From an optimization exercise on the open Yosys and OpenROAD flow, aimed at small area, a short achievable clock period and few clock cycles per item; shortcuts taken in it are not production practice.
RTL that was checked went through simulation tests only; none was proved equivalent to the original.

== old ==
==> flow/design.v (excerpt) <==
module audio_peak_level_meter (
  input  logic        clk,
  input  logic        rst,
  input  logic        cfg_write,
  input  logic [1:0]  cfg_index,
  input  logic [5:0]  cfg_data,
  input  logic        in_valid,
  output logic        in_stall,
  input  logic [7:0]  data_byte,
  input  logic        buffer_end,
  output logic        out_valid,
  input  logic        out_stall,
  output logic [17:0] level_q16,
  output logic [31:0] peak_value
);
  logic [1:0]  szc;
  logic [1:0]  kind;
  logic [2:0]  chl;
  logic        cap;
  logic [1:0]  bpos;
  logic [2:0]  cpos;
  logic [31:0] sh;
  logic        p_sd;    
  logic        p_fd;    
  logic        p_be;    
  logic [31:0] run;
  logic [31:0] bpk;
  logic        bz;
  logic        act;     
  logic [17:0] held;    
  logic        cv_fmt;  
  logic        cv_sh;   
  logic [4:0]  cnt;
  logic        stall;
  logic        accept;
  logic        track;
  logic        fl;
  logic        sample_done;
  logic        frame_done;
  logic [31:0] mag;
  logic        gt;
  logic [31:0] run_upd;
  logic [31:0] peak;
  logic [17:0] level;
  always_ff @(posedge clk) begin
    if (rst) begin
      szc  <= 2'd2;
      kind <= 2'd0;
      chl  <= 3'd1;
      cap  <= 1'b0;
    end else if (cfg_write) begin
      case (cfg_index)
        2'd0: szc <= (cfg_data == 6'd8)  ? 2'd1 :
                     (cfg_data == 6'd16) ? 2'd2 :
                     (cfg_data == 6'd32) ? 2'd3 : 2'd0;
        2'd1: kind <= cfg_data[1:0];
  ...
For scale: about 960 cells after synthesis, about 140 flip-flops, roughly 74 I/O pins, ~9100 um2 of cells after synthesis.
clock: 9.0 ns
lec_check: 0
cap_margin: 20
core_margin: 2
core_utilization: 40
setup_slack_margin: 4
slew_margin: 20
run.sh (not shown) runs the stock make flow with config.mk's settings and CLKGATE_MAP_FILE= SYNTH_SCRIPT=/design/flow/synth_recipe.tcl, a recipe that flattens the netlist after the stock synthesis.
What new does differently from old at the input level:
- SETUP_SLACK_MARGIN: 4 -> unset
### Flow results
- Between old and new, worst setup slack after layout decreased.
- Summary of new over old: relative area change from synthesis to final layout dropped 3.8 points; first-pass GRT wire length down 1.3%; finished layout cell area -3.2%; fraction of the cycle the final worst path needs climbed 12 points.
- Going from old to new, utilization fell by 1.5 points, number of global-route vias before repair fell by 69, hold slack stayed essentially flat, peak supply drop fell by about 0.9%.
Function was not checked in any run of this note: the RTL went through the layout flow alone.


## main
audio_peak_level_meter, a different RTL version from the one above (not shown whole).
Size: about 1,000 cells after synthesis, about 160 flip-flops, roughly 9600 sq um of cells after synthesis.
Settings: LEC_CHECK=0, CAP_MARGIN=20, CORE_MARGIN=2, CORE_UTILIZATION=40, SETUP_SLACK_MARGIN=5, SLEW_MARGIN=20; clock period 9.0 ns.
Both conditions hold for main: the flow ran to the end and the final layout passed the timing, design-rule and antenna checks.
The inputs of the feature branch differ from those of main as listed below.
- a change of SETUP_SLACK_MARGIN from 5 to 4
[summary]
The feature branch: done, clean on timing, DRC and antenna
Via count: the feature branch better than main
The feature branch: final clock period utilization by the worst path higher than main
Post-route worst setup slack: the feature branch worse than main
No functional check of the RTL was part of any run of this note.


audio_peak_level_meter, a different RTL version from the one above (not shown whole).
For scale: ~170 flip-flops, ~74 I/O pins, roughly 9900 sq um of cells after synthesis.
Settings: LEC_CHECK=0, CAP_MARGIN=20, CORE_MARGIN=2, CORE_UTILIZATION=40, CTS_BUF_LIST=sky130_fd_sc_hd__clkbuf_8, CTS_CLUSTER_SIZE=30, SETUP_SLACK_MARGIN=5, SLEW_MARGIN=20; clock period 9.0 ns.
standard.sh (not shown) runs the stock make flow with config.mk's settings and CLKGATE_MAP_FILE= SYNTH_SCRIPT=/design/flow/synth_recipe.tcl, a recipe that flattens the netlist after the stock synthesis.
==> flow/flow/run.sh <==
#!/bin/bash
cp standard.sh standard_sh.txt
export BUFFER_PORTS_ARGS="-buffer_cell sky130_fd_sc_hd__buf_1"
bash standard.sh finish SETUP_SLACK_MARGIN=6.6 > standard.log 2>&1
Testbench counts at the start, summed over its fixed seeds: cycles 44,288, bytes 43,768.
Edit:
==> flow/flow/run.sh (replaced) <==
#!/bin/bash
cp standard.sh standard_sh.txt
export BUFFER_PORTS_ARGS="-buffer_cell sky130_fd_sc_hd__buf_1"
bash standard.sh finish SETUP_SLACK_MARGIN=6.3 > standard.log 2>&1
After rerunning: Global-route usage went down by 2.4 points; worst hold slack stays flat; die area is unchanged.

## separate check: timing with driven ports
The flow's constraints put no driver on any port. The routed layouts listed below were extracted and timed again, unchanged, in two steps.
Step 1 (the two cells are an assumption about what drives the block):
set clk [get_ports {clk}]
set_driving_cell -lib_cell sky130_fd_sc_hd__clkbuf_16 $clk
set_driving_cell -lib_cell sky130_fd_sc_hd__buf_2 [delete_from_list [all_inputs] $clk]
Step 2 times the ports against the registers' clock, not the clock port: input delays grow and output delays shrink by t, the midpoint of the rising clock arrivals with the driver on.
a / b / c = no drivers / after step 1 / after step 2; a / b = the first two.
run | t, ns | slack for setup (ns) | cell pins on the clock port's net
old | 0.473 | 4.047 / 4.002 / 4.177 | 1
new | 0.468 | 2.968 / 2.968 / 2.968 | 1
main | 0.476 | 5.087 / 5.040 / 4.696 | 1
the feature branch | 0.477 | 4.284 / 4.284 / 3.946 | 1
the first run of note 3 | 0.505 | 6.023 / 5.978 / 6.032 | 1
the second run of note 3 | 0.516 | 6.033 / 5.989 / 5.796 | 1
After both steps every run listed still meets setup and hold. The setup slack of main, which loses most, moves by -0.047 ns with the drivers and by -0.391 ns with both steps.
